This is an optimization exercise on Yosys and OpenROAD, whose aim is small area, not a production implementation.
Function was checked by simulation only, so behaviour that the tests miss may differ from the original.
Power figures rest on the tool's default switching activity, not on a simulated workload.

===== design/flow/config.mk =====
export PLATFORM = sky130hd
export DESIGN_NAME = rv_core
export DESIGN_NICKNAME = rv_core
export VERILOG_FILES = /design/flow/design.v
export SDC_FILE = /design/flow/constraint.sdc
export NUM_CORES = 4
export LEC_CHECK = 0
export CAP_MARGIN = 0
export CORE_MARGIN = 2
export CORE_UTILIZATION = 45
export CTS_BUF_LIST = sky130_fd_sc_hd__clkbuf_16
export CTS_CLUSTER_DIAMETER = 60
export CTS_CLUSTER_SIZE = 25
export SLEW_MARGIN = 0
export SYNTH_HIERARCHICAL = 1
export SYNTH_MINIMUM_KEEP_SIZE = 0

===== design/flow/constraint.sdc =====
create_clock -name core_clock -period 10.5 [get_ports {CLK}]
set_input_delay 2.1000 -clock core_clock [delete_from_list [all_inputs] [get_ports {CLK}]]
set_output_delay 2.1000 -clock core_clock [all_outputs]
set_load 0.01 [all_outputs]

===== design/flow/design.v =====
package rv_isa_pkg;
  typedef enum logic [6:0] {
    OP_LOAD   = 7'b0000011,   
    OP_STORE  = 7'b0100011,   
    OP_REG    = 7'b0110011,   
    OP_IMM    = 7'b0010011,   
    OP_BRANCH = 7'b1100011,   
    OP_JAL    = 7'b1101111    
  } opcode_t;
  typedef enum logic [2:0] {
    F3_ADDSUB = 3'b000,
    F3_SLT    = 3'b010,
    F3_OR     = 3'b110,
    F3_AND    = 3'b111
  } funct3_alu_t;
  typedef struct packed {
    logic [6:0] funct7;     
    logic [4:0] rs2;
    logic [4:0] rs1;
    logic [2:0] funct3;
    logic [4:0] rd;
    opcode_t    opcode;
  } r_fmt_t;
  typedef struct packed {
    logic [11:0] imm_11_0;
    logic [4:0]  rs1;
    logic [2:0]  funct3;
    logic [4:0]  rd;
    opcode_t     opcode;
  } i_fmt_t;
  typedef struct packed {
    logic [6:0] imm_11_5;
    logic [4:0] rs2;
    logic [4:0] rs1;
    logic [2:0] funct3;
    logic [4:0] imm_4_0;    
    opcode_t    opcode;
  } s_fmt_t;
  typedef struct packed {
    logic       imm_12;     
    logic [5:0] imm_10_5;
    logic [4:0] rs2;
    logic [4:0] rs1;
    logic [2:0] funct3;
    logic [3:0] imm_4_1;
    logic       imm_11;
    opcode_t    opcode;
  } b_fmt_t;
  typedef struct packed {
    logic       imm_20;     
    logic [9:0] imm_10_1;
    logic       imm_11;
    logic [7:0] imm_19_12;
    logic [4:0] rd;
    opcode_t    opcode;
  } j_fmt_t;
  typedef union packed {
    r_fmt_t r;   
    i_fmt_t i;
    s_fmt_t s;
    b_fmt_t b;
    j_fmt_t j;
  } instr_t;
endpackage
package rv_ctrl_pkg;
  typedef enum logic [2:0] {
    ALU_ADD = 3'b000,
    ALU_SUB = 3'b001,
    ALU_AND = 3'b010,
    ALU_OR  = 3'b011,
    ALU_SLT = 3'b101    
  } alu_op_t;
  typedef enum logic [1:0] {
    IMM_I = 2'b00,
    IMM_S = 2'b01,
    IMM_B = 2'b10,
    IMM_J = 2'b11
  } imm_sel_t;
  typedef enum logic [1:0] {
    RES_ALU = 2'b00,   
    RES_MEM = 2'b01,   
    RES_PC4 = 2'b10    
  } result_sel_t;
  typedef struct packed {
    logic        reg_write;       
    imm_sel_t    imm_sel;         
    logic        alu_src_imm;     
    logic        mem_write;       
    result_sel_t result_sel;      
    logic        pc_src_target;   
    alu_op_t     alu_op;          
  } ctrl_t;
  typedef enum logic [1:0] {
    CLS_ADD   = 2'b00,
    CLS_SUB   = 2'b01,
    CLS_FUNCT = 2'b10
  } alu_class_t;
endpackage
`timescale 1ns/1ps
module rv_aoi222 (
  input  logic a0, s0, a1, s1, a2, s2,
  output logic y
);
  assign y = ~((a0 & s0) | (a1 & s1) | (a2 & s2));
endmodule
module rv_nand2 (
  input  logic a, b,
  output logic y
);
  assign y = ~(a & b);
endmodule
module rv_nand3 (
  input  logic a, b, c,
  output logic y
);
  assign y = ~(a & b & c);
endmodule
module rv_nand4 (
  input  logic a, b, c, d,
  output logic y
);
  assign y = ~(a & b & c & d);
endmodule
module rv_or3 (
  input  logic a, b, c,
  output logic y
);
  assign y = a | b | c;
endmodule
module rv_rf_bit (
  input  logic [31:1] d,
  input  logic [31:1] s,
  output logic        y
);
  logic [10:0] t;   
  logic [2:0]  z;
  for (genvar k = 0; k < 10; k++) begin : g_aoi
    rv_aoi222 u_aoi (
      .a0 (d[3*k+1]), .s0 (s[3*k+1]),
      .a1 (d[3*k+2]), .s1 (s[3*k+2]),
      .a2 (d[3*k+3]), .s2 (s[3*k+3]),
      .y  (t[k])
    );
  end
  rv_nand2 u_last (.a (d[31]), .b (s[31]), .y (t[10]));
  rv_nand4 u_z0 (.a (t[0]), .b (t[1]), .c (t[2]), .d (t[3]), .y (z[0]));
  rv_nand4 u_z1 (.a (t[4]), .b (t[5]), .c (t[6]), .d (t[7]), .y (z[1]));
  rv_nand3 u_z2 (.a (t[8]), .b (t[9]), .c (t[10]), .y (z[2]));
  rv_or3   u_y  (.a (z[0]), .b (z[1]), .c (z[2]), .y (y));
endmodule
module rv_rf_bit_alt (
  input  logic [31:1] d,
  input  logic [31:1] s,
  input  logic        alt,
  input  logic        alt_s,
  output logic        y
);
  logic [11:0] t;   
  logic [2:0]  z;
  for (genvar k = 0; k < 10; k++) begin : g_aoi
    rv_aoi222 u_aoi (
      .a0 (d[3*k+1]), .s0 (s[3*k+1]),
      .a1 (d[3*k+2]), .s1 (s[3*k+2]),
      .a2 (d[3*k+3]), .s2 (s[3*k+3]),
      .y  (t[k])
    );
  end
  rv_nand2 u_last (.a (d[31]), .b (s[31]), .y (t[10]));
  rv_nand2 u_alt  (.a (alt), .b (alt_s), .y (t[11]));
  rv_nand4 u_z0 (.a (t[0]), .b (t[1]), .c (t[2]),  .d (t[3]),  .y (z[0]));
  rv_nand4 u_z1 (.a (t[4]), .b (t[5]), .c (t[6]),  .d (t[7]),  .y (z[1]));
  rv_nand4 u_z2 (.a (t[8]), .b (t[9]), .c (t[10]), .d (t[11]), .y (z[2]));
  rv_or3   u_y  (.a (z[0]), .b (z[1]), .c (z[2]), .y (y));
endmodule
module rv_dec5 (
  input  logic [4:0]  addr,
  input  logic        en,
  output logic [31:1] sel
);
  always_comb begin
    for (int i = 1; i < 32; i++) sel[i] = en & (addr == i[4:0]);
  end
endmodule
module rv_dec5_noen (
  input  logic [4:0]  addr,
  output logic [31:1] sel
);
  always_comb begin
    for (int i = 1; i < 32; i++) sel[i] = (addr == i[4:0]);
  end
endmodule
module rv_regfile (
  input  logic [31*32-1:0] regs,   
  input  logic [4:0]  rs1_addr,
  input  logic [4:0]  rs2_addr,
  input  logic        alt_sel,
  input  logic [31:0] alt,
  output logic [31:0] rs1_data,
  output logic [31:0] rs2_data
);
  logic [31:1] sel1, sel2;
  rv_dec5 u_dec1 (.addr (rs1_addr), .en (~alt_sel), .sel (sel1));
  rv_dec5_noen u_dec2 (.addr (rs2_addr), .sel (sel2));
  for (genvar b = 0; b < 32; b++) begin : g_bit
    logic [31:1] col;
    for (genvar i = 1; i < 32; i++) begin : g_col
      assign col[i] = regs[(i-1)*32 + b];
    end
    rv_rf_bit_alt u_rd1 (
      .d (col), .s (sel1), .alt (alt[b]), .alt_s (alt_sel), .y (rs1_data[b])
    );
    rv_rf_bit u_rd2 (.d (col), .s (sel2), .y (rs2_data[b]));
  end
endmodule
`timescale 1ns/1ps
module rv_imm_extend (
  input  logic [31:0]         instr,
  input  logic                is_jal,
  input  logic                taken,
  input  logic                sub,      
  output logic [32-1:0] alu_imm_n,   
  output logic [32-1:1] pc_off
);
  logic                is_store, tj, tb;
  logic [32-1:0] imm;
  assign is_store = ~instr[6] & instr[5] & ~instr[4];
  assign imm[31:5] = {{20{instr[31]}}, instr[31:25]} & {27{~is_jal}};
  assign imm[4:0]  = is_jal   ? 5'd4 :
                     is_store ? instr[11:7] : instr[24:20];
  assign alu_imm_n = ~(imm ^ {32{sub}});
  assign tj = taken & is_jal;
  assign tb = taken & ~is_jal;
  assign pc_off[31:20] = {12{taken & instr[31]}};
  assign pc_off[19:12] = ({8{tj}} & instr[19:12]) | ({8{tb & instr[31]}});
  assign pc_off[11]    = (tj & instr[20]) | (tb & instr[7]);
  assign pc_off[10:5]  = {6{taken}} & instr[30:25];
  assign pc_off[4:3]   = ({2{tj}} & instr[24:23]) | ({2{tb}} & instr[11:10]);
  assign pc_off[2]     = ~taken | (is_jal ? instr[22] : instr[9]);
  assign pc_off[1]     = (tj & instr[21]) | (tb & instr[8]);
endmodule
`timescale 1ns/1ps
module rv_inv (
  input  logic a,
  output logic y
);
  assign y = ~a;
endmodule
module rv_bprep (
  input  logic imm_n, rs2, c_imm, c_pos, c_neg,
  output logic b
);
  logic rs2_n;
  rv_inv    u_inv (.a (rs2), .y (rs2_n));
  rv_aoi222 u_aoi (.a0 (imm_n), .s0 (c_imm), .a1 (rs2_n), .s1 (c_pos), .a2 (rs2), .s2 (c_neg), .y (b));
endmodule
module rv_pg (
  input  logic a, b,
  output logic p, g
);
  assign p = a ^ b;
  assign g = a & b;
endmodule
module rv_xor2 (
  input  logic a, b,
  output logic y
);
  assign y = a ^ b;
endmodule
module rv_and4 (
  input  logic a, b, c, d,
  output logic y
);
  assign y = a & b & c & d;
endmodule
module rv_and3 (
  input  logic a, b, c,
  output logic y
);
  assign y = a & b & c;
endmodule
module rv_add_blk #(
  parameter int W     = 4,
  parameter bit NO_CI = 1'b0
) (
  input  logic [W-1:0] a,
  input  logic [W-1:0] b,
  input  logic         cin,
  output logic [W-1:0] s,
  output logic [W-1:0] p,
  output logic [W-1:0] g,
  output logic         bg,    
  output logic         bp     
);
  logic [W:0]   c;
  logic [W-1:0] gg;
  for (genvar i = 0; i < W; i++) begin : g_bit
    rv_pg u_pg (.a (a[i]), .b (b[i]), .p (p[i]), .g (g[i]));
    if (i == 0) begin : g_g0
      assign gg[i] = g[i];
    end else begin : g_gi
      rv_carry u_gg (.bg (g[i]), .bp (p[i]), .cin (gg[i-1]), .cout (gg[i]));
    end
  end
  if (NO_CI) begin : g_noci
    assign c[1] = g[0];
    assign s[0] = p[0];
  end else begin : g_ci
    rv_carry u_c0 (.bg (g[0]), .bp (p[0]), .cin (cin), .cout (c[1]));
    rv_xor2  u_s0 (.a (p[0]), .b (cin), .y (s[0]));
  end
  for (genvar i = 1; i < W; i++) begin : g_sum
    if (i < W - 1) begin : g_c
      rv_carry u_c (.bg (g[i]), .bp (p[i]), .cin (c[i]), .cout (c[i+1]));
    end
    rv_xor2 u_s (.a (p[i]), .b (c[i]), .y (s[i]));
  end
  assign bg = gg[W-1];
  if (W == 4) begin : g_bp4
    rv_and4 u_bp (.a (p[0]), .b (p[1]), .c (p[2]), .d (p[3]), .y (bp));
  end else begin : g_bp3
    rv_and3 u_bp (.a (p[0]), .b (p[1]), .c (p[2]), .y (bp));
  end
endmodule
module rv_add_blk_la #(
  parameter int W = 4
) (
  input  logic [W-1:0] a,
  input  logic [W-1:0] b,
  input  logic         cin,
  output logic [W-1:0] s,
  output logic [W-1:0] p,
  output logic [W-1:0] g,
  output logic         bg,    
  output logic         bp     
);
  logic [W:0]   c;
  logic [W-1:0] gg, pp;
  for (genvar i = 0; i < W; i++) begin : g_bit
    rv_pg u_pg (.a (a[i]), .b (b[i]), .p (p[i]), .g (g[i]));
    if (i == 0) begin : g_g0
      assign gg[i] = g[i];
      assign pp[i] = p[i];
    end else begin : g_gi
      rv_carry u_gg (.bg (g[i]), .bp (p[i]), .cin (gg[i-1]), .cout (gg[i]));
      if (i < W - 1) begin : g_pp
        rv_and2 u_pp (.a (p[i]), .b (pp[i-1]), .y (pp[i]));
      end
    end
  end
  assign c[0] = cin;
  for (genvar i = 0; i < W; i++) begin : g_sum
    if (i < W - 1) begin : g_c
      rv_carry u_c (.bg (gg[i]), .bp (pp[i]), .cin (cin), .cout (c[i+1]));
    end
    rv_xor2 u_s (.a (p[i]), .b (c[i]), .y (s[i]));
  end
  assign bg = gg[W-1];
  if (W == 4) begin : g_bp4
    rv_and4 u_bp (.a (p[0]), .b (p[1]), .c (p[2]), .d (p[3]), .y (bp));
  end else begin : g_bp3
    rv_and3 u_bp (.a (p[0]), .b (p[1]), .c (p[2]), .y (bp));
  end
endmodule
module rv_and2 (
  input  logic a, b,
  output logic y
);
  assign y = a & b;
endmodule
module rv_carry (
  input  logic bg, bp, cin,
  output logic cout
);
  assign cout = bg | (bp & cin);
endmodule
module rv_adder #(
  parameter int W     = 32,
  parameter bit NO_CI = 1'b0    
) (
  input  logic [W-1:0] a,
  input  logic [W-1:0] b,
  input  logic         cin,
  output logic [W-1:0] s,
  output logic [W-1:0] p,
  output logic [W-1:0] g,
  output logic         all_p    
);
  localparam int NB = (W + 3) / 4;
  logic [NB:0]   c;
  logic [NB-1:0] bg, bp;
  assign c[0] = cin;
  for (genvar k = 0; k < NB; k++) begin : g_blk
    localparam int LO = 4 * k;
    localparam int BW = (W - LO < 4) ? (W - LO) : 4;
    rv_add_blk #(.W (BW), .NO_CI (NO_CI && k == 0)) u_blk (
      .a   (a[LO +: BW]),
      .b   (b[LO +: BW]),
      .cin (c[k]),
      .s   (s[LO +: BW]),
      .p   (p[LO +: BW]),
      .g   (g[LO +: BW]),
      .bg  (bg[k]),
      .bp  (bp[k])
    );
    if (k < NB - 1) begin : g_c
      if (NO_CI && k == 0) begin : g_c0
        assign c[k+1] = bg[k];
      end else begin : g_ci
        rv_carry u_c (.bg (bg[k]), .bp (bp[k]), .cin (c[k]), .cout (c[k+1]));
      end
    end else begin : g_nc
      assign c[k+1] = 1'b0;
    end
  end
  assign all_p = &bp;
endmodule
module rv_adder_fast (
  input  logic [31:0] a,
  input  logic [31:0] b,
  input  logic        cin,
  output logic [31:0] s,
  output logic [31:0] p,
  output logic [31:0] g,
  output logic        all_p    
);
  logic [7:0] bg, bp;
  logic [7:0] c;              
  logic       g10, g32, p32, g54, p54, g64, p64, g20, g30;
  assign c[0] = cin;
  for (genvar k = 0; k < 8; k++) begin : g_blk
    rv_add_blk_la #(.W (4)) u_blk (
      .a   (a[4*k +: 4]),
      .b   (b[4*k +: 4]),
      .cin (c[k]),
      .s   (s[4*k +: 4]),
      .p   (p[4*k +: 4]),
      .g   (g[4*k +: 4]),
      .bg  (bg[k]),
      .bp  (bp[k])
    );
  end
  rv_carry u_c1  (.bg (bg[0]), .bp (bp[0]), .cin (cin),  .cout (c[1]));
  rv_carry u_g32 (.bg (bg[3]), .bp (bp[3]), .cin (bg[2]), .cout (g32));
  rv_and2  u_p32 (.a (bp[3]), .b (bp[2]), .y (p32));
  rv_carry u_g54 (.bg (bg[5]), .bp (bp[5]), .cin (bg[4]), .cout (g54));
  rv_and2  u_p54 (.a (bp[5]), .b (bp[4]), .y (p54));
  rv_carry u_c2  (.bg (bg[1]), .bp (bp[1]), .cin (c[1]),  .cout (c[2]));
  rv_carry u_g64 (.bg (bg[6]), .bp (bp[6]), .cin (g54),   .cout (g64));
  rv_and2  u_p64 (.a (bp[6]), .b (p54), .y (p64));
  rv_carry u_c3  (.bg (bg[2]), .bp (bp[2]), .cin (c[2]),  .cout (c[3]));
  rv_carry u_c4  (.bg (g32),   .bp (p32),   .cin (c[2]),  .cout (c[4]));
  rv_carry u_c5  (.bg (bg[4]), .bp (bp[4]), .cin (c[4]),  .cout (c[5]));
  rv_carry u_c6  (.bg (g54),   .bp (p54),   .cin (c[4]),  .cout (c[6]));
  rv_carry u_c7  (.bg (g64),   .bp (p64),   .cin (c[4]),  .cout (c[7]));
  assign all_p = &bp;
endmodule
module rv_wb_bit (
  input  logic sum, p, g, mem,
  input  logic s_sum, s_log, s_or, s_mem,
  output logic y
);
  assign y = (s_sum & sum) | (s_log & g) | (s_or & p) | (s_mem & mem);
endmodule
module rv_wb_bit0 (
  input  logic sum, p, g, mem, slt,
  input  logic s_sum, s_log, s_or, s_mem, s_slt,
  output logic y
);
  assign y = (s_sum & sum) | (s_log & g) | (s_or & p) | (s_mem & mem) | (s_slt & slt);
endmodule
module rv_slt (
  input  logic a31, p31, s31,    
  output logic lt
);
  assign lt = p31 ? s31 : a31;
endmodule
`timescale 1ns/1ps
module rv_control (
  input  logic [31:0] instr,
  output logic        is_jal,
  output logic        is_branch,
  output logic        reg_write,
  output logic        sub,         
  output logic        c_imm,       
  output logic        c_pos,       
  output logic        c_neg,       
  output logic        s_sum,
  output logic        s_log,       
  output logic        s_or,
  output logic        s_mem,
  output logic        s_slt
);
  logic       is_op;    
  logic       is_store, use_imm;
  logic [2:0] f3;
  assign f3        = instr[14:12];
  assign is_op     = instr[4];
  assign is_jal    = instr[6] & instr[2];
  assign is_branch = instr[6] & ~instr[2];
  assign is_store  = ~instr[6] & instr[5] & ~instr[4];
  assign reg_write = ~instr[5] | instr[4] | instr[2];
  assign use_imm   = ~instr[5] | instr[2] | is_store;   
  assign s_mem = ~(instr[4] | instr[5] | instr[6]);     
  assign s_log = is_op & f3[2];
  assign s_or  = is_op & f3[2] & ~f3[0];
  assign s_slt = is_op & ~f3[2] & f3[1];
  assign s_sum = ~(is_op & (f3[2] | f3[1])) & ~s_mem;
  assign sub   = is_branch | s_slt | (is_op & instr[5] & instr[30] & ~f3[2] & ~f3[1]);
  assign c_imm = use_imm;
  assign c_pos = ~use_imm & ~sub;
  assign c_neg = ~use_imm & sub;
endmodule
`timescale 1ns/1ps
module rv_datapath (
  input  logic [31:0]         instr,
  input  logic [32-1:0] mem_rdata,
  input  logic [32-1:0] pc,
  input  logic [32-1:0] rs1_data,
  input  logic [32-1:0] rs2_data,
  output logic                is_jal,
  output logic                reg_write,
  output logic [32-1:1] pc_next,
  output logic [32-1:0] alu_result,
  output logic [32-1:0] result
);
  logic                is_branch, sub, c_imm, c_pos, c_neg;
  logic                s_sum, s_log, s_or, s_mem, s_slt;
  logic                eq, taken, lt;
  logic [32-1:0] alu_imm_n, b, sum, p, g;
  logic [32-1:1] pc_off, pc_p, pc_g;
  rv_control u_control (
    .instr     (instr),
    .is_jal    (is_jal),
    .is_branch (is_branch),
    .reg_write (reg_write),
    .sub       (sub),
    .c_imm     (c_imm),
    .c_pos     (c_pos),
    .c_neg     (c_neg),
    .s_sum     (s_sum),
    .s_log     (s_log),
    .s_or      (s_or),
    .s_mem     (s_mem),
    .s_slt     (s_slt)
  );
  rv_imm_extend u_imm (
    .instr   (instr),
    .is_jal  (is_jal),
    .taken   (taken),
    .sub     (sub),
    .alu_imm_n (alu_imm_n),
    .pc_off  (pc_off)
  );
  for (genvar i = 0; i < 32; i++) begin : g_b
    rv_bprep u_bprep (
      .imm_n (alu_imm_n[i]), .rs2 (rs2_data[i]),
      .c_imm (c_imm), .c_pos (c_pos), .c_neg (c_neg),
      .b (b[i])
    );
  end
  rv_adder_fast u_add (
    .a     (rs1_data),
    .b     (b),
    .cin   (sub),
    .s     (sum),
    .p     (p),
    .g     (g),
    .all_p (eq)         
  );
  assign taken = is_jal | (is_branch & eq);
  rv_slt u_slt (.a31 (rs1_data[31]), .p31 (p[31]), .s31 (sum[31]), .lt (lt));
  rv_wb_bit0 u_wb0 (
    .sum (sum[0]), .p (p[0]), .g (g[0]), .mem (mem_rdata[0]), .slt (lt),
    .s_sum (s_sum), .s_log (s_log), .s_or (s_or), .s_mem (s_mem), .s_slt (s_slt),
    .y (result[0])
  );
  for (genvar i = 1; i < 32; i++) begin : g_wb
    rv_wb_bit u_wb (
      .sum (sum[i]), .p (p[i]), .g (g[i]), .mem (mem_rdata[i]),
      .s_sum (s_sum), .s_log (s_log), .s_or (s_or), .s_mem (s_mem),
      .y (result[i])
    );
  end
  assign alu_result = sum;
  rv_adder #(.W (32-1), .NO_CI (1'b1)) u_pcadd (
    .a     (pc[32-1:1]),
    .b     (pc_off),
    .cin   (1'b0),
    .s     (pc_next),
    .p     (pc_p),
    .g     (pc_g),
    .all_p ()
  );
endmodule
`timescale 1ns/1ps
module rv_core (
  input  logic                CLK,
  input  logic                RST,
  input  rv_isa_pkg::instr_t  instr,        
  input  logic [32-1:0] mem_rdata,    
  output logic [32-1:0] pc,           
  output logic [32-1:0] alu_result,   
  output logic [32-1:0] write_data,   
  output logic                mem_write     
);
  logic [32-1:0] regs [1:32-1];
  logic [(32-1)*32-1:0] regs_flat;
  logic [32-1:1] pc_q, pc_next;
  logic [32-1:0] rs1_data, rs2_data, result;
  logic [32-1:1] we;
  logic                is_jal, reg_write;
  assign pc = {pc_q, 1'b0};
  always_ff @(posedge CLK or posedge RST) begin
    if (RST) pc_q <= '0;
    else     pc_q <= pc_next;
  end
  rv_dec5 u_wdec (.addr (instr[11:7]), .en (reg_write), .sel (we));
  always_ff @(posedge CLK) begin
    for (int i = 1; i < 32; i++) begin
      if (we[i]) regs[i] <= result;
    end
  end
  for (genvar i = 1; i < 32; i++) begin : g_flat
    assign regs_flat[(i-1)*32 +: 32] = regs[i];
  end
  rv_regfile u_regfile (
    .regs     (regs_flat),
    .rs1_addr (instr[19:15]),
    .rs2_addr (instr[24:20]),
    .alt_sel  (is_jal),
    .alt      (pc),
    .rs1_data (rs1_data),
    .rs2_data (rs2_data)
  );
  rv_datapath u_datapath (
    .instr      (instr),
    .mem_rdata  (mem_rdata),
    .pc         (pc),
    .rs1_data   (rs1_data),
    .rs2_data   (rs2_data),
    .is_jal     (is_jal),
    .reg_write  (reg_write),
    .pc_next    (pc_next),
    .alu_result (alu_result),
    .result     (result)
  );
  assign write_data = rs2_data;
  assign mem_write  = (instr[6:0] == 7'b0100011);   
endmodule

===== design/flow/flow/run.sh =====
#!/bin/bash
# The standard layout (standard.sh, the standard flow's own ORFS run) with two changes:
# ports are buffered with buf_1 instead of the flow's default delay cell,
# clock tree synthesis adds no dummy loads, and gates off the
# critical paths are downsized after global routing (RECOVER_POWER).
set -euo pipefail
export BUFFER_PORTS_ARGS="-buffer_cell sky130_fd_sc_hd__buf_1"
export CTS_ARGS="-sink_clustering_enable -repair_clock_nets -dont_use_dummy_load -sink_clustering_size 25 -sink_clustering_max_diameter 60 -buf_list sky130_fd_sc_hd__clkbuf_16"
export RECOVER_POWER=100
bash standard.sh > standard.log 2>&1

===== design/flow/standard.sh =====
#!/bin/bash
# synth_recipe.tcl (not shown) runs the flow's synth.tcl, then flattens the netlist and writes it again
# the make line also repeats each setting of config.mk as NAME=value (left out here)
make -C /OpenROAD-flow-scripts/flow DESIGN_CONFIG=/design/flow/config.mk WORK_HOME=/design/flow/orfs CLKGATE_MAP_FILE= SYNTH_SCRIPT=/design/flow/synth_recipe.tcl "${@:-finish}"

==> flow_metrics.env, run 1 <==
export IMPL_outcome="complete, but fails checks"
export IMPL_check_faults="max-capacitance violations, max-slew violations, negative setup slack"
export IMPL_cp_slowest_stage_delay_ps=670
export IMPL_dp_hpwl_um=118000
export IMPL_overflow=0
export IMPL_critPathBufInv=4
export IMPL_clockBufferDepth=3
export IMPL_antenna_found_initial=25
export IMPL_tightest_slew_ps=3800
export IMPL_place_ws_ps=302
export IMPL_grt_max_degree=35
export IMPL_drtIter0Drc=9673
export IMPL_yosys_warnings=10
export IMPL_port_buffers=161
export IMPL_wire_per_inst_um=42.2
export IMPL_syn_inst=2729
export IMPL_netlist_area_sq_um=44000
export IMPL_cts_buffers=76
export IMPL_ir_worst_vdd_v=0.000131
export IMPL_critPathRequiredTime_ps=8400
export IMPL_routed_wl_um=184000
export IMPL_start_util=0.455
export IMPL_core_area_sq_um=96900
export IMPL_hp_class="flop to flop"
export IMPL_critPathLaunch="instr[24]"
export IMPL_startpoint_type="input pin"
export IMPL_final_net_count=3214
export IMPL_dieHeight_um=317
export IMPL_drt_vias_per_instance=8.00
export IMPL_rsz0062_at_grt="false"
export IMPL_final_cells=4374
export IMPL_pwr_share_seq=0.520
export IMPL_num_rows=114
export IMPL_setup_viol=2
export IMPL_p_clk_frac=0.248
export IMPL_die_area_sq_um=100000
export IMPL_drc=0
export IMPL_first_global_vias=32600
export IMPL_avgSynthCellArea_sq_um=16.1
export IMPL_crit_fanout=21
export IMPL_route_vias_total=35000
export IMPL_fin_crit_ps=10580
export IMPL_final_layout_size_suffix_gt1_frac=0.102
export IMPL_timing_rr_start="regs[16][3]"
export IMPL_areaGrowthSynthToFinish_pct=12.6
export IMPL_firstDrtPassIters=15
export IMPL_max_clock_freq_ghz=0.0945
export IMPL_dp_cells=4270
export IMPL_finalHoldViolCount=0
export IMPL_p_switching_mw=3.40
export IMPL_finClkSkew_ps=71.6
export IMPL_cp_top_family="compound AO/OA/AOI/OAI gates"
export IMPL_fin_setup_tns_ps=-169
export IMPL_cts_sinks=1023
export IMPL_clkSlewWorstSetupHoldPaths_ps=70
export IMPL_powerDensity_nw_per_um2=213
export IMPL_drtAntennaViolNets=0
export IMPL_power_frac_comb=0.232
export IMPL_hold_start="pc_q[1]"
export IMPL_cts_tree="yes"
export IMPL_clock_root_buffer="clkbuf_16"
export IMPL_endpoint_kind="primary output"
export IMPL_cp_arrival_ps=8480
export IMPL_grt_pass1_wl_um=249000
export IMPL_slew_headroom=-1.54
export IMPL_clock_latency_ps=690
export IMPL_finalWorstSetupSlack_ps=-84.5
export IMPL_grt_use_total=0.355
export IMPL_worstSetupPathType="input pin to primary output"
export IMPL_gp_congestion=1.03
export IMPL_final_core_utilization=0.512
export IMPL_p_int_mw=7.14
export IMPL_p_sw_frac=0.323
export IMPL_max_cap_violations=47
export IMPL_io_pins=163
export IMPL_path_cells="clkbuf_1 > nand2b_1 > buf_4 > nor2_4 > buf_4 > a222oi_1 > nand4_1 > or3_1 > a222oi_1 > ha_1 > and4_1 > a21o_1 > a21o_1 > a21o_2 > a21o_1 > xor2_1 > buf_1"
export IMPL_fp_dieW_um=317
export IMPL_p_leak_nw=16.5
export IMPL_crit_slowest_cell="xor2_1"
export IMPL_min_period_over_period=1.01
export IMPL_h_tree_depth=3
export IMPL_slew_violations=1448
export IMPL_cp_common_cell="a21o_1"
## cells in the final DEF (no fill, tap or decap), types with 5 or more instances in the layout
master	count
nand4b_1	6
inv_1	35
ha_1	63
nand2_1	144
mux2i_1	5
xnor2_1	11
clkbuf_1	61
buf_4	121
a22oi_1	63
buf_1	150
nand4_1	164
a21boi_0	12
nor2_1	13
nand4bb_1	6
a21o_1	106
nor2_2	27
dfrtp_1	31
nand2b_1	16
nor2b_1	7
and4_1	14
or3_1	65
nand3_1	33
buf_12	8
diode_2	15
clkbuf_16	76
edfxtp_1	992
xor2_1	62
a222oi_1	673
and2_1	25
nor2_4	61
## routing by layer
layer / wire length [um] / up-vias / GRT usage
li1: - / 13400 / -
met1: 61300 / 17400 / 0.452
met2: 77800 / 3543 / 0.512
met3: 31900 / 590 / 0.144
met4: 13200 / 28 / 0.204
met5: 281 / - / 0.00426
## layout make-up
type,instances,area [sq um]
clock buffers,76,1900
well taps,1276,1600
repair buffers,340,1860
diodes,15,37.5
fillers,7998,47300
inverters,35,131
multi-input cells,1609,13500
flip-flops and latches,1023,30600
## through the flow
step                power [mW]  instance area [sq um]  hold WS (ps)
global placement          7.80                  47800           641
CTS                       10.4                  49700           667
finish                    10.5                  49600           676
floorplan                 6.68                  44000           648
global route              10.8                  49500           678
detailed placement        7.89                  47800           644
## final timing paths
kind                            slack, ps             end  depth (start not counted)
worst max-delay path                  -80  alu_result[18]                         17
worst min-delay path                  680         pc_q[1]                          1
worst max register to register       3430     regs[11][0]                         16
worst min register to register        680         pc_q[1]                          1
max in group asynchronous            7440        pc_q[10]                          3
min in group asynchronous            2010         pc_q[3]                          3
## what timing repair did
action	4_1_cts	5_1_grt
setup endpoints to repair	0	7
setup buffers	0	11
hold buffers	0	0
resized for setup	0	2
## worst register-to-register path, cell delays in order, from the launching register on
cell and delay (ps):
edfxtp_1 410, a222oi_1 430, nand4_1 280, or3_1 580, a222oi_1 590, ha_1 400, and4_1 300, a21o_1 320
a21o_1 310, a21o_2 410, a21o_1 290, a21o_1 190, xor2_1 180, mux2_1 320, a222oi_1 620, nand2_1 230
clkbuf_1 650
## power by group through the flow
stage	combinational [mW]	clock, mW	sequential [mW]
6_report	2.44	2.61	5.49
3_3_place_gp	2.28	0	5.52
4_1_cts	2.36	2.62	5.44
2_1_floorplan	1.21	0	5.46
5_1_grt	2.51	2.76	5.49
3_5_place_dp	2.36	0	5.53
## flip-flops by register name, indices dropped and copies added, names as in the netlist
register	cells
pc_q	31
regs	992
==> run 2, diff against run 1 <==
==> design/flow/flow/run.sh (replaced) <==
#!/bin/bash
# The standard layout (standard.sh, the standard flow's own ORFS run) with these changes:
# ports are buffered with buf_1 instead of the flow's default delay cell,
# clock tree synthesis adds no dummy loads, and gates off the
# critical paths are downsized after global routing (RECOVER_POWER).
set -euo pipefail
export BUFFER_PORTS_ARGS="-buffer_cell sky130_fd_sc_hd__buf_1"
export CTS_ARGS="-sink_clustering_enable -repair_clock_nets -dont_use_dummy_load -sink_clustering_size 14 -sink_clustering_max_diameter 50 -buf_list sky130_fd_sc_hd__clkbuf_8"
export RECOVER_POWER=100
bash standard.sh > standard.log 2>&1
--- a/design/flow/config.mk
+++ b/design/flow/config.mk
@@ -8,9 +8,9 @@
 export CAP_MARGIN = 0
 export CORE_MARGIN = 2
 export CORE_UTILIZATION = 45
-export CTS_BUF_LIST = sky130_fd_sc_hd__clkbuf_16
-export CTS_CLUSTER_DIAMETER = 60
-export CTS_CLUSTER_SIZE = 25
+export CTS_BUF_LIST = sky130_fd_sc_hd__clkbuf_8
+export CTS_CLUSTER_DIAMETER = 50
+export CTS_CLUSTER_SIZE = 14
 export SLEW_MARGIN = 0
 export SYNTH_HIERARCHICAL = 1
 export SYNTH_MINIMUM_KEEP_SIZE = 0
==> flow_metrics.env, run 2 <==
export IMPL_max_clock_freq_ghz=0.0941
export IMPL_avgSynthCellArea_sq_um=16.1
export IMPL_slew_headroom=-1.52
export IMPL_powerDensity_nw_per_um2=206
export IMPL_worstRegToRegCells=16
export IMPL_reg2reg_slack_ps=3350
export IMPL_overflow=0
export IMPL_grt_pass1_wl_um=250000
export IMPL_largest_register_ffs=992
export IMPL_rsz0062_at_grt="false"
export IMPL_firstDrtPassIters=14
export IMPL_h_tree_depth=3
export IMPL_grt_use_total=0.356
export IMPL_p_total_mw=10.2
export IMPL_clockBufferDepth=3
export IMPL_cts_sinks=1023
export IMPL_drtIter0Drc=9967
export IMPL_ir_worst_vdd_v=0.000113
export IMPL_top_register="regs"
export IMPL_first_global_vias=32800
export IMPL_final_common_cell="edfxtp_1"
export IMPL_finalHoldViolCount=0
export IMPL_timing_rr_start="regs[19][3]"
export IMPL_finClkSkew_ps=129
export IMPL_final_core_utilization=0.508
export IMPL_drt_vias_per_instance=7.95
export IMPL_drc=0
export IMPL_reg_largest_list="regs x992, pc_q x31"
export IMPL_clock_latency_ps=860
export IMPL_grt_max_degree=35
export IMPL_final_net_count=3249
export IMPL_clock_root_buffer="clkbuf_8"
export IMPL_start_util=0.455
export IMPL_syn_inst=2729
export IMPL_antenna_found_initial=25
export IMPL_hold_start="pc_q[4]"
export IMPL_crit_fanout=21
export IMPL_dieHeight_um=317
export IMPL_fin_crit_ps=10630
export IMPL_yosys_warnings=10
export IMPL_routed_wl_um=184000
export IMPL_hold_path_cell_count=2
export IMPL_final_layout_size_suffix_gt1_frac=0.111
export IMPL_slew_violations=1449
export IMPL_layout_common_cells="edfxtp_1, a222oi_1, nand4_1, buf_1, nand2_1"
export IMPL_fin_setup_tns_ps=-307
export IMPL_crit_slowest_cell="xor2_1"
export IMPL_min_period_over_period=1.01
export IMPL_die_area_sq_um=100000
export IMPL_cts_buffers=110
export IMPL_setup_viol=4
export IMPL_max_cap_violations=48
export IMPL_route_vias_total=35100
export IMPL_areaGrowthSynthToFinish_pct=11.7
export IMPL_cts_tree="yes"
export IMPL_fp_dieW_um=317
export IMPL_num_rows=114
export IMPL_critPathBufInv=4
export IMPL_path_cells="clkbuf_1 > nand2b_1 > buf_4 > nor2_4 > buf_4 > a222oi_1 > nand4_1 > or3_1 > a222oi_1 > ha_1 > and4_1 > a21o_1 > a21o_1 > a21o_2 > a21o_1 > xor2_1 > buf_1"
export IMPL_r2r_end="regs[12][0]"
export IMPL_startpoint_type="input pin"
export IMPL_dp_hpwl_um=118000
export IMPL_cp_slowest_stage_delay_ps=640
export IMPL_gp_congestion=1.03
export IMPL_cp_top_family="compound AO/OA/AOI/OAI gates"
export IMPL_drtAntennaViolNets=0
export IMPL_netlist_area_sq_um=44000
export IMPL_finalWorstSetupSlack_ps=-125
export IMPL_endpoint_kind="primary output"
export IMPL_outcome="complete, but fails checks"
export IMPL_port_buffers=161
export IMPL_p_leak_nw=16.3
export IMPL_cp_common_cell="a21o_1"
export IMPL_critPathRequiredTime_ps=8400
export IMPL_hp_class="flop to flop"
export IMPL_holdPathEnd="pc_q[4]"
export IMPL_core_area_sq_um=96900
export IMPL_wire_per_inst_um=41.8
export IMPL_worstSetupPathType="input pin to primary output"
export IMPL_cp_arrival_ps=8530
export IMPL_fin_hold_ws_ps=680
export IMPL_io_pins=163
export IMPL_hold_buffers=0
export IMPL_check_faults="max-capacitance violations, max-slew violations, negative setup slack"
export IMPL_tightest_slew_ps=3770
export IMPL_clkSlewWorstSetupHoldPaths_ps=70
[run 2: where the power goes]
part / total, mW / switching [mW] / internal (mW) / leakage [nW]
clock network: 2.23 / 1.30 / 0.923 / 0.791
registers: 5.49 / 0.174 / 5.31 / 9.38
logic: 2.44 / 1.89 / 0.551 / 6.14
[run 2: how the worst max path moves through the flow]
stage,start,end,slack [ps],cells past startpoint
after floorplan,instr[6],alu_result[31],1580,17
after global placement,instr[24],alu_result[18],450,17
after detailed placement,instr[6],alu_result[23],300,20
after CTS,instr[6],alu_result[23],280,20
after global routing,instr[24],alu_result[19],110,18
final,instr[24],alu_result[18],-130,17
[run 2: cell type report]
type / instances / area, sq um
fillers: 8068 / 47700
repair buffers: 341 / 1860
inverters: 35 / 131
clock buffers: 110 / 1510
multi-input cells: 1609 / 13500
flip-flops and latches: 1023 / 30600
well taps: 1276 / 1600
diodes: 17 / 42.5
[run 2: per-stage QoR]
step                      area, sq um  instances  worst slack (ps)
after floorplan                 44000       2730              1580
after global placement          47800       4270               451
after detailed placement        47800       4270               302
after CTS                       49300       4380               283
after global routing            49200       4404               108
final                           49200       4411              -125
[run 2: per-layer routing]
layer | share of wire | wire (um) | global-route usage | vias to the layer above
met2 | 0.42 | 76800 | 0.508 | 3541
li1 | - | - | - | 13400
met3 | 0.17 | 31400 | 0.137 | 647
met4 | 0.076 | 14000 | 0.218 | 16
met1 | 0.34 | 62200 | 0.458 | 17500
met5 | 0.0011 | 197 | 0.00852 | -
[run 2: repair_timing]
action                     in CTS  in global routing
setup endpoints to repair       0                  6
buffers inserted                0                 12
gates resized for setup         0                  2
[run 2: worst reg2reg max path, stage by stage (launching register included)]
cell and delay [ps]:
edfxtp_1 390, a222oi_1 430, nand4_1 290, or3_1 580
a222oi_1 620, ha_1 400, and4_1 290, a21o_1 310
a21o_1 310, a21o_2 420, a21o_1 290, a21o_1 190
xor2_1 190, mux2_1 330, a222oi_1 630, nand2_1 240
clkbuf_1 660
==> run 3, diff against run 2 <==
--- a/design/flow/design.v
+++ b/design/flow/design.v
@@ -198,18 +198,20 @@
   output logic [31:0] rs1_data,
   output logic [31:0] rs2_data
 );
-  logic [31:1] sel1, sel2;
-  rv_dec5 u_dec1 (.addr (rs1_addr), .en (~alt_sel), .sel (sel1));
-  rv_dec5_noen u_dec2 (.addr (rs2_addr), .sel (sel2));
+  logic [31:1] sel1_lo, sel1_hi, sel2_lo, sel2_hi;
+  rv_dec5      u_dec1_lo (.addr (rs1_addr), .en (~alt_sel), .sel (sel1_lo));
+  rv_dec5      u_dec1_hi (.addr (rs1_addr), .en (~alt_sel), .sel (sel1_hi));
+  rv_dec5_noen u_dec2_lo (.addr (rs2_addr), .sel (sel2_lo));
+  rv_dec5_noen u_dec2_hi (.addr (rs2_addr), .sel (sel2_hi));
   for (genvar b = 0; b < 32; b++) begin : g_bit
     logic [31:1] col;
     for (genvar i = 1; i < 32; i++) begin : g_col
       assign col[i] = regs[(i-1)*32 + b];
     end
     rv_rf_bit_alt u_rd1 (
-      .d (col), .s (sel1), .alt (alt[b]), .alt_s (alt_sel), .y (rs1_data[b])
+      .d (col), .s ((b < 16) ? sel1_lo : sel1_hi), .alt (alt[b]), .alt_s (alt_sel), .y (rs1_data[b])
     );
-    rv_rf_bit u_rd2 (.d (col), .s (sel2), .y (rs2_data[b]));
+    rv_rf_bit u_rd2 (.d (col), .s ((b < 16) ? sel2_lo : sel2_hi), .y (rs2_data[b]));
   end
 endmodule
 `timescale 1ns/1ps
==> flow_metrics.env, run 3 <==
export IMPL_cts_buffers=111
export IMPL_worstRegToRegCells=24
export IMPL_reg_largest_list="regs x992, pc_q x31"
export IMPL_clock_root_buffer="clkbuf_8"
export IMPL_fin_crit_ps=10150
export IMPL_drt_vias_per_instance=7.70
export IMPL_yosys_warnings=10
export IMPL_max_clock_freq_ghz=0.0985
export IMPL_cts_resized=0
export IMPL_r2r_end="pc_q[28]"
export IMPL_wire_per_inst_um=39.4
export IMPL_clkSlewWorstSetupHoldPaths_ps=50
export IMPL_drc=0
export IMPL_num_rows=115
export IMPL_core_area_sq_um=98100
export IMPL_syn_inst=2821
export IMPL_critPathCapture="alu_result[31]"
export IMPL_fillCellCount=8310
export IMPL_slew_headroom=-1.16
export IMPL_dp_hpwl_um=112000
export IMPL_cp_slowest_stage_delay_ps=1150
export IMPL_fin_hold_ws_ps=596
export IMPL_cts_setup_buffers=0
export IMPL_endpoint_kind="primary output"
export IMPL_clockBufferDepth=3
export IMPL_gp_congestion=1.02
export IMPL_timing_rr_start="regs[1][28]"
export IMPL_path_cells="clkbuf_1 > or3b_1 > nor2_1 > a222oi_1 > nand3_1 > or3_1 > inv_1 > a222oi_1 > ha_1 > a21o_1 > a21o_1 > a21o_1 > a21o_1 > a21o_1 > a21o_1 > a21o_1 > a21o_1 > xor2_1 > buf_1"
export IMPL_antenna_found_initial=12
export IMPL_max_cap_violations=37
export IMPL_h_tree_depth=3
export IMPL_ir_worst_vdd_v=0.000370
export IMPL_dp_cells=4344
export IMPL_crit_fanout=18
export IMPL_cp_common_cell="a21o_1"
export IMPL_critPathRequiredTime_ps=8400
export IMPL_check_faults="max-capacitance violations, max-slew violations"
export IMPL_io_pins=163
export IMPL_p_total_mw=9.93
export IMPL_overflow=0
export IMPL_grt_busiest_layer="met2"
export IMPL_finClkSkew_ps=113
export IMPL_grtUsageMet3=0.0841
export IMPL_cp_arrival_ps=8050
export IMPL_cts_sinks=1023
export IMPL_firstDrtPassIters=13
export IMPL_outcome="complete, but fails checks"
export IMPL_reg2reg_slack_ps=3260
export IMPL_top_register="regs"
export IMPL_layout_common_cells="edfxtp_1, a222oi_1, nand4_1, nand2_1, buf_1"
export IMPL_avgSynthCellArea_sq_um=15.8
export IMPL_final_core_utilization=0.500
export IMPL_drtIter0Drc=8021
export IMPL_grt_pass1_wl_um=243000
export IMPL_fin_setup_tns_ps=0
export IMPL_finalHoldViolCount=0
export IMPL_final_common_cell="edfxtp_1"
export IMPL_dieHeight_um=318
export IMPL_setup_viol=0
export IMPL_tightest_slew_ps=3240
export IMPL_route_vias_total=34400
export IMPL_clock_latency_ps=810
export IMPL_worstSetupPathType="input pin to primary output"
export IMPL_die_area_sq_um=101000
export IMPL_areaGrowthSynthToFinish_pct=10.2
export IMPL_fp_dieW_um=318
export IMPL_p_leak_nw=16.3
export IMPL_slew_violations=1059
export IMPL_largest_register_ffs=992
export IMPL_grt_use_total=0.335
export IMPL_hp_class="flop to flop"
export IMPL_port_buffers=161
export IMPL_first_global_vias=33200
export IMPL_gr_usage_met2=0.506
export IMPL_grt_max_degree=64
export IMPL_netlist_area_sq_um=44500
export IMPL_powerDensity_nw_per_um2=203
export IMPL_grtUsageMet1=0.430
export IMPL_start_util=0.453
export IMPL_drtAntennaViolNets=0
export IMPL_min_period_over_period=0.967
export IMPL_cts_tree="yes"
export IMPL_rsz0062_at_grt="false"
export IMPL_routed_wl_um=176000
export IMPL_startpoint_type="input pin"
export IMPL_critPathLaunch="instr[20]"
export IMPL_crit_slowest_cell="nor2_1"
export IMPL_final_cells=4467
export IMPL_final_net_count=3299
export IMPL_final_layout_size_suffix_gt1_frac=0.0931
export IMPL_hold_buffers=0
run 3: changes by cell type in the layout (fill, tap and decap cells not counted), moves of 3 or more:
cell       previous run  this run
diode_2              17        12
nand4b_1              6         9
buf_1               150       142
nor2_4               60        25
nand3b_1              3         6
clkbuf_1             62        55
nand2b_1             16        20
nand4bb_1             6         9
buf_12                8         0
nor2_1               14       110
buf_4               121       109
run 3: metal layers:
layer / wire length, um / vias to the layer above
li1: - / 13700
met1: 60900 / 17100
met2: 77000 / 3059
met3: 24200 / 586
met4: 13900 / 10
met5: 53 / -
run 3: cell type report:
type,instances,area (sq um),share of cell area
Antenna cell,12,30.0,0.000612
Sequential cell,1023,30600,0.623
Multi-Input combinational cell,1693,13600,0.278
Tap cell,1287,1610,0.0328
Inverter,35,131,0.00268
Timing Repair Buffer,306,1560,0.0318
Clock buffer,111,1530,0.0312
run 3: stage by stage:
step	area, sq um	worst slack (ps)
floorplan	44500	1870
CTS	49200	624
global route	49000	209
detailed placement	47700	652
global placement	47700	785
finish	49000	347
run 3: critical path, delay by kind of cell:
family / cells / cell delay (ps)
AO/OA/AOI/OAI: 10 / 2480
AND/OR/NAND/NOR: 4 / 2030
buffers and inverters: 3 / 810
adder cells (fa/ha/maj): 1 / 350
XOR/XNOR: 1 / 260
run 3: worst min path at each step:
stage | startpoint | to | cells past startpoint
2_1_floorplan | pc_q[31] | pc_q[31] | 2
3_3_place_gp | pc_q[1] | pc_q[1] | 1
3_5_place_dp | pc_q[1] | pc_q[1] | 1
4_1_cts | pc_q[1] | pc_q[1] | 1
5_1_grt | pc_q[1] | pc_q[1] | 1
6_report | pc_q[1] | pc_q[1] | 1
run 3: power by group:
| group | switching [mW] | internal [mW] | leakage (nW) | total [mW] |
|---|---|---|---|---|
| combinational | 1.73 | 0.532 | 6.13 | 2.26 |
| sequential | 0.127 | 5.31 | 9.38 | 5.44 |
| clock | 1.31 | 0.929 | 0.798 | 2.23 |
==> run 4, diff against run 3 <==
==> design/flow/flow/run.sh (replaced) <==
#!/bin/bash
# The standard layout (standard.sh, the standard flow's own ORFS run) with two changes:
# ports are buffered with buf_1 instead of the flow's default delay cell,
# and clock tree synthesis adds no dummy loads.
set -euo pipefail
export BUFFER_PORTS_ARGS="-buffer_cell sky130_fd_sc_hd__buf_1"
export CTS_ARGS="-sink_clustering_enable -repair_clock_nets -dont_use_dummy_load -sink_clustering_size 14 -sink_clustering_max_diameter 50 -buf_list sky130_fd_sc_hd__clkbuf_8"
bash standard.sh > standard.log 2>&1
--- a/design/flow/config.mk
+++ b/design/flow/config.mk
@@ -7,7 +7,7 @@
 export LEC_CHECK = 0
 export CAP_MARGIN = 0
 export CORE_MARGIN = 2
-export CORE_UTILIZATION = 45
+export CORE_UTILIZATION = 40
 export CTS_BUF_LIST = sky130_fd_sc_hd__clkbuf_8
 export CTS_CLUSTER_DIAMETER = 50
 export CTS_CLUSTER_SIZE = 14
==> flow_metrics.env, run 4 <==
export IMPL_cts_buffers=106
export IMPL_cp_arrival_ps=8400
export IMPL_crit_fanout=16
export IMPL_drt_vias_per_instance=7.29
export IMPL_slew_headroom=0.128
export IMPL_largest_register_ffs=992
export IMPL_crit_slowest_cell="nor2_1"
export IMPL_fin_hold_ws_ps=595
export IMPL_fin_crit_ps=10500
export IMPL_first_global_vias=31800
export IMPL_final_common_cell="edfxtp_1"
export IMPL_grt_max_degree=50
export IMPL_holdPathEnd="pc_q[1]"
export IMPL_fp_dieW_um=337
export IMPL_hold_path_cell_count=1
export IMPL_gp_congestion=1.01
export IMPL_layout_common_cells="edfxtp_1, a222oi_1, buf_4, nand4_1, buf_1"
export IMPL_drtIter0Drc=8667
export IMPL_grt_pass1_wl_um=237000
export IMPL_p_leak_nw=16.6
export IMPL_clockBufferDepth=3
export IMPL_slew_violations=0
export IMPL_check_faults="negative setup slack"
export IMPL_cts_resized=0
export IMPL_cp_top_family="simple AND/OR/NAND/NOR gates"
export IMPL_yosys_warnings=10
export IMPL_finClkSkew_ps=91.6
export IMPL_critPathBufInv=3
export IMPL_place_ws_ps=543
export IMPL_powerDensity_nw_per_um2=200
export IMPL_max_clock_freq_ghz=0.0952
export IMPL_rsz0062_at_grt="false"
export IMPL_cts_setup_buffers=0
export IMPL_worstRegToRegCells=24
export IMPL_firstDrtPassIters=14
export IMPL_ir_worst_vdd_v=0.000202
export IMPL_final_layout_size_suffix_gt1_frac=0.114
export IMPL_fillCellCount=9867
export IMPL_multiInputGateArea_sq_um=13700
export IMPL_outcome="complete, but fails checks"
export IMPL_areaGrowthSynthToFinish_pct=11.7
export IMPL_antenna_found_initial=13
export IMPL_core_area_sq_um=111000
export IMPL_final_net_count=3331
export IMPL_hp_class="flop to flop"
export IMPL_cp_slowest_stage_delay_ps=1070
export IMPL_worstSetupPathType="input pin to primary output"
export IMPL_num_rows=122
export IMPL_drtAntennaViolNets=0
export IMPL_dieHeight_um=337
export IMPL_path_cells="buf_1 > and2_2 > inv_1 > nand4bb_1 > nor2_1 > a222oi_1 > nand4_1 > or3_1 > ha_1 > and4_1 > a21o_1 > a21o_1 > a21o_1 > a21o_1 > xor2_1 > buf_1"
export IMPL_startpoint_type="input pin"
export IMPL_timing_rr_start="regs[7][4]"
export IMPL_regArea_sq_um=30600
export IMPL_min_period_over_period=1.00
export IMPL_clkSlewWorstSetupHoldPaths_ps=80
export IMPL_critPathRequiredTime_ps=8400
export IMPL_netlist_area_sq_um=44500
export IMPL_r2r_end="pc_q[31]"
export IMPL_setup_viol=1
export IMPL_grt_use_total=0.293
export IMPL_finalWorstSetupSlack_ps=-0.684
export IMPL_port_buffers=161
export IMPL_hold_start="pc_q[1]"
export IMPL_cts_tree="yes"
export IMPL_endpoint_kind="primary output"
export IMPL_reg_largest_list="regs x992, pc_q x31"
export IMPL_start_util=0.403
export IMPL_route_vias_total=34200
export IMPL_reg2reg_slack_ps=3680
export IMPL_overflow=0
export IMPL_wire_per_inst_um=36.7
export IMPL_cts_sinks=1023
export IMPL_top_register="regs"
export IMPL_avgSynthCellArea_sq_um=15.8
export IMPL_finalHoldViolCount=0
export IMPL_tightest_slew_ps=1310
export IMPL_clock_latency_ps=800
export IMPL_io_pins=163
export IMPL_cp_common_cell="a21o_1"
export IMPL_h_tree_depth=3
export IMPL_syn_inst=2821
export IMPL_dp_hpwl_um=112000
export IMPL_max_cap_violations=0
export IMPL_die_area_sq_um=114000
export IMPL_drc=0
export IMPL_hold_buffers=0
export IMPL_clock_root_buffer="clkbuf_8"
export IMPL_routed_wl_um=172000
run 4: final cells by class:
| cell class | instances | share of cell area |
|---|---|---|
| Sequential cell | 1023 | 0.615 |
| Multi-Input combinational cell | 1693 | 0.275 |
| Timing Repair Buffer | 343 | 0.0399 |
| Tap cell | 1488 | 0.0375 |
| Clock buffer | 106 | 0.0294 |
| Inverter | 35 | 0.00264 |
| Antenna cell | 7 | 0.000353 |
run 4: worst max path at each step:
stage | from | endpoint | slack [ps] | cells past startpoint
floorplan | instr[6] | alu_result[31] | 1870 | 17
finish | instr[6] | alu_result[31] | -0.7 | 16
global route | instr[6] | alu_result[31] | 100 | 17
global placement | instr[6] | alu_result[31] | 630 | 16
detailed placement | instr[6] | alu_result[31] | 540 | 16
CTS | instr[6] | alu_result[31] | 510 | 19
run 4: stage by stage:
step / power (mW) / TNS (ps) / utilization / cell area (sq um) / std cells
after floorplan: 6.69 / 0 / - / 44500 / 2822
after global routing: 10.3 / 0 / 0.449 / 49700 / 4690
after global placement: 7.74 / 0 / 0.436 / 48200 / 4582
final: 9.96 / -0.684 / 0.450 / 49700 / 4695
after CTS: 9.90 / 0 / 0.449 / 49700 / 4688
after detailed placement: 7.75 / 0 / 0.436 / 48200 / 4582
run 4: layer usage:
layer | up-vias | track usage | routed length [um]
li1 | 13700 | - | -
met1 | 17100 | 0.394 | 62600
met4 | 14 | 0.143 | 9710
met2 | 2986 | 0.436 | 74000
met5 | - | 0 | 92
met3 | 418 | 0.0830 | 25700
run 4: where the power goes:
group          internal, mW  total (mW)  switching, mW
Clock                 0.891        2.21           1.32
Combinational         0.574        2.35           1.77
Sequential             5.28        5.41          0.124
Total                  6.75        9.96           3.21
==> run 5, diff against run 4 <==
==> design/flow/config.mk (replaced) <==
export PLATFORM = sky130hd
export DESIGN_NAME = rv_core
export DESIGN_NICKNAME = rv_core
export VERILOG_FILES = /design/flow/design.v
export SDC_FILE = /design/flow/constraint.sdc
export NUM_CORES = 4
export LEC_CHECK = 0
export CAP_MARGIN = 20
export CORE_MARGIN = 2
export CORE_UTILIZATION = 45
export CTS_BUF_LIST = sky130_fd_sc_hd__clkbuf_8
export CTS_CLUSTER_DIAMETER = 50
export CTS_CLUSTER_SIZE = 14
export SLEW_MARGIN = 20
export SYNTH_HIERARCHICAL = 1
export SYNTH_MINIMUM_KEEP_SIZE = 0
==> flow_metrics.env, run 5 <==
export IMPL_min_period_over_period=0.956
export IMPL_gp_congestion=1.02
export IMPL_clkSlewWorstSetupHoldPaths_ps=70
export IMPL_grt_max_degree=64
export IMPL_fillCellCount=8278
export IMPL_clock_latency_ps=790
export IMPL_h_tree_depth=3
export IMPL_p_leak_nw=16.5
export IMPL_avgSynthCellArea_sq_um=15.8
export IMPL_startpoint_type="input pin"
export IMPL_drtAntennaViolNets=0
export IMPL_crit_slowest_cell="buf_1"
export IMPL_reg_largest_list="regs x992, pc_q x31"
export IMPL_largest_register_ffs=992
export IMPL_top_register="regs"
export IMPL_routed_wl_um=177000
export IMPL_hp_class="flop to flop"
export IMPL_dp_hpwl_um=111000
export IMPL_areaGrowthSynthToFinish_pct=10.9
export IMPL_p_total_mw=9.93
export IMPL_outcome="timing/DRC/antenna clean"
export IMPL_route_vias_total=34600
export IMPL_finalHoldViolCount=0
export IMPL_fin_crit_ps=10030
export IMPL_wire_per_inst_um=39.6
export IMPL_antenna_found_initial=15
export IMPL_cts_buffers=106
export IMPL_crit_fanout=16
export IMPL_core_area_sq_um=98100
export IMPL_cp_common_cell="a21o_1"
export IMPL_netlist_area_sq_um=44500
export IMPL_firstDrtPassIters=14
export IMPL_final_common_cell="edfxtp_1"
export IMPL_max_cap_violations=0
export IMPL_cts_resized=0
export IMPL_tightest_slew_ps=1280
export IMPL_overflow=0
export IMPL_cts_tree="yes"
export IMPL_setup_viol=0
export IMPL_final_layout_size_suffix_gt1_frac=0.115
export IMPL_io_pins=163
export IMPL_worstSetupPathType="input pin to primary output"
export IMPL_cp_slowest_stage_delay_ps=540
export IMPL_slew_violations=0
export IMPL_syn_inst=2821
export IMPL_grt_pass1_wl_um=244000
export IMPL_fp_dieW_um=318
export IMPL_grt_use_total=0.337
export IMPL_port_buffers=161
export IMPL_endpoint_kind="primary output"
export IMPL_clockBufferDepth=3
export IMPL_drt_vias_per_instance=7.75
export IMPL_first_global_vias=33000
export IMPL_clock_root_buffer="clkbuf_8"
export IMPL_path_cells="buf_1 > nand2b_1 > nor2_1 > buf_4 > a222oi_1 > nand4_1 > or3_1 > a222oi_1 > ha_1 > a21o_1 > a21o_1 > a21o_1 > a21o_1 > a21o_1 > a21o_1 > a21o_1 > a21o_1 > xor2_1 > buf_1"
export IMPL_dieHeight_um=318
export IMPL_finClkSkew_ps=88.7
export IMPL_hold_buffers=0
export IMPL_fin_setup_tns_ps=0
export IMPL_drc=0
export IMPL_cts_setup_buffers=0
export IMPL_finalWorstSetupSlack_ps=466
export IMPL_cp_arrival_ps=7930
export IMPL_cts_sinks=1023
export IMPL_ir_worst_vdd_v=0.000258
export IMPL_max_clock_freq_ghz=0.0997
export IMPL_fin_hold_ws_ps=618
export IMPL_die_area_sq_um=101000
export IMPL_powerDensity_nw_per_um2=201
export IMPL_start_util=0.453
export IMPL_rsz0062_at_grt="false"
export IMPL_num_rows=115
export IMPL_layout_common_cells="edfxtp_1, a222oi_1, nand4_1, buf_1, buf_4"
export IMPL_drtIter0Drc=8421
export IMPL_final_net_count=3300
export IMPL_slew_headroom=0.146
export IMPL_yosys_warnings=10
export IMPL_place_ws_ps=743
export IMPL_critPathRequiredTime_ps=8400
[run 5: changes by cell type in the layout (fill, tap and decap cells not counted)]
cell     delta
buf_8       +2
nor2_1     -13
buf_4      -36
nor2_2      +7
buf_16      +1
buf_12      -1
buf_6       +3
nor2_4      +6
nand2_1    -20
diode_2     +2
nand2_2    +20
[run 5: area by class of cell]
class,instances,area [sq um],share of cell area
tap,1287,1610,0.0326
inverter,35,131,0.00266
clock buffer,106,1460,0.0296
antenna,9,22.5,0.000456
timing repair buffer,312,1780,0.0362
multi-input combinational,1693,13800,0.279
sequential,1023,30600,0.619
[run 5: final timing paths]
path / from / to / slack (ps) / cells past startpoint
worst min-delay path: pc_q[1] / pc_q[1] / 620 / 1
worst min register to register: pc_q[1] / pc_q[1] / 620 / 1
min in group asynchronous: RST / pc_q[15] / 1380 / 3
worst max-delay path: instr[24] / alu_result[31] / 470 / 19
worst max register to register: regs[1][16] / pc_q[28] / 3590 / 25
max in group asynchronous: RST / pc_q[26] / 8780 / 3
[run 5: power by group]
part	total (mW)	leakage, nW	switching [mW]	internal, mW
sequential	5.40	9.38	0.126	5.28
clock	2.19	0.762	1.30	0.891
combinational	2.33	6.33	1.76	0.573
[run 5: per-stage QoR]
stage | instances | area, sq um | util
after floorplan | 2822 | 44500 | -
after global placement | 4344 | 47700 | 0.486
after detailed placement | 4344 | 47700 | 0.486
after CTS | 4450 | 49200 | 0.501
after global routing | 4457 | 49300 | 0.503
final | 4465 | 49300 | 0.503
[run 5: worst max-delay path, delay by kind of cell]
| family | cells | cell delay (ps) |
|---|---|---|
| simple gates | 4 | 1490 |
| compound gates | 10 | 2640 |
| fa+ha+maj | 1 | 350 |
| xor+xnor | 1 | 270 |
| buf+inv | 3 | 1050 |
[run 5: layer usage]
| metal | track usage | wire length [um] | vias up |
|---|---|---|---|
| met5 | 0.00189 | 57 | - |
| met4 | 0.200 | 12700 | 10 |
| met3 | 0.0827 | 24000 | 566 |
| met2 | 0.513 | 78200 | 3164 |
| met1 | 0.438 | 61700 | 17200 |
| li1 | - | - | 13600 |

separate check: timing with driven ports:
Ports are ideal in the flow. The routed layouts listed here were re-timed in OpenROAD. Step 1 (the two cells are an assumption about what drives the block):
set clk [get_ports {CLK}]
set_driving_cell -lib_cell sky130_fd_sc_hd__clkbuf_16 $clk
set_driving_cell -lib_cell sky130_fd_sc_hd__buf_2 [delete_from_list [all_inputs] $clk]
Step 2 also shifts input and output timing later by t, the mid clock arrival at the registers, as if the neighbouring blocks saw the same clock. Slacks: no drivers / after step 1 / after step 2; pairs: no drivers / after step 1.
| run | t, ns | setup WS [ns] | worst setup path at the end | worst data-port slew with drivers (ns) | pins driven straight from the clock port |
|---|---|---|---|---|---|
| run 1 | 0.730 | -0.085 / -0.109 / -0.109 | input to output | 0.16 | 1 |
| run 2 | 0.859 | -0.125 / -0.150 / -0.150 | input to output | 0.16 | 1 |
| run 3 | 0.820 | 0.347 / 0.231 / -0.255 | input to register | 0.20 | 1 |
| run 4 | 0.830 | -0.001 / -0.027 / -0.027 | input to output | 0.18 | 1 |
| run 5 | 0.824 | 0.466 / 0.340 / 0.340 | input to output | 0.17 | 1 |
The setup slack of run 3, which loses most, moves by -0.116 ns with the drivers and by -0.602 ns with both steps.
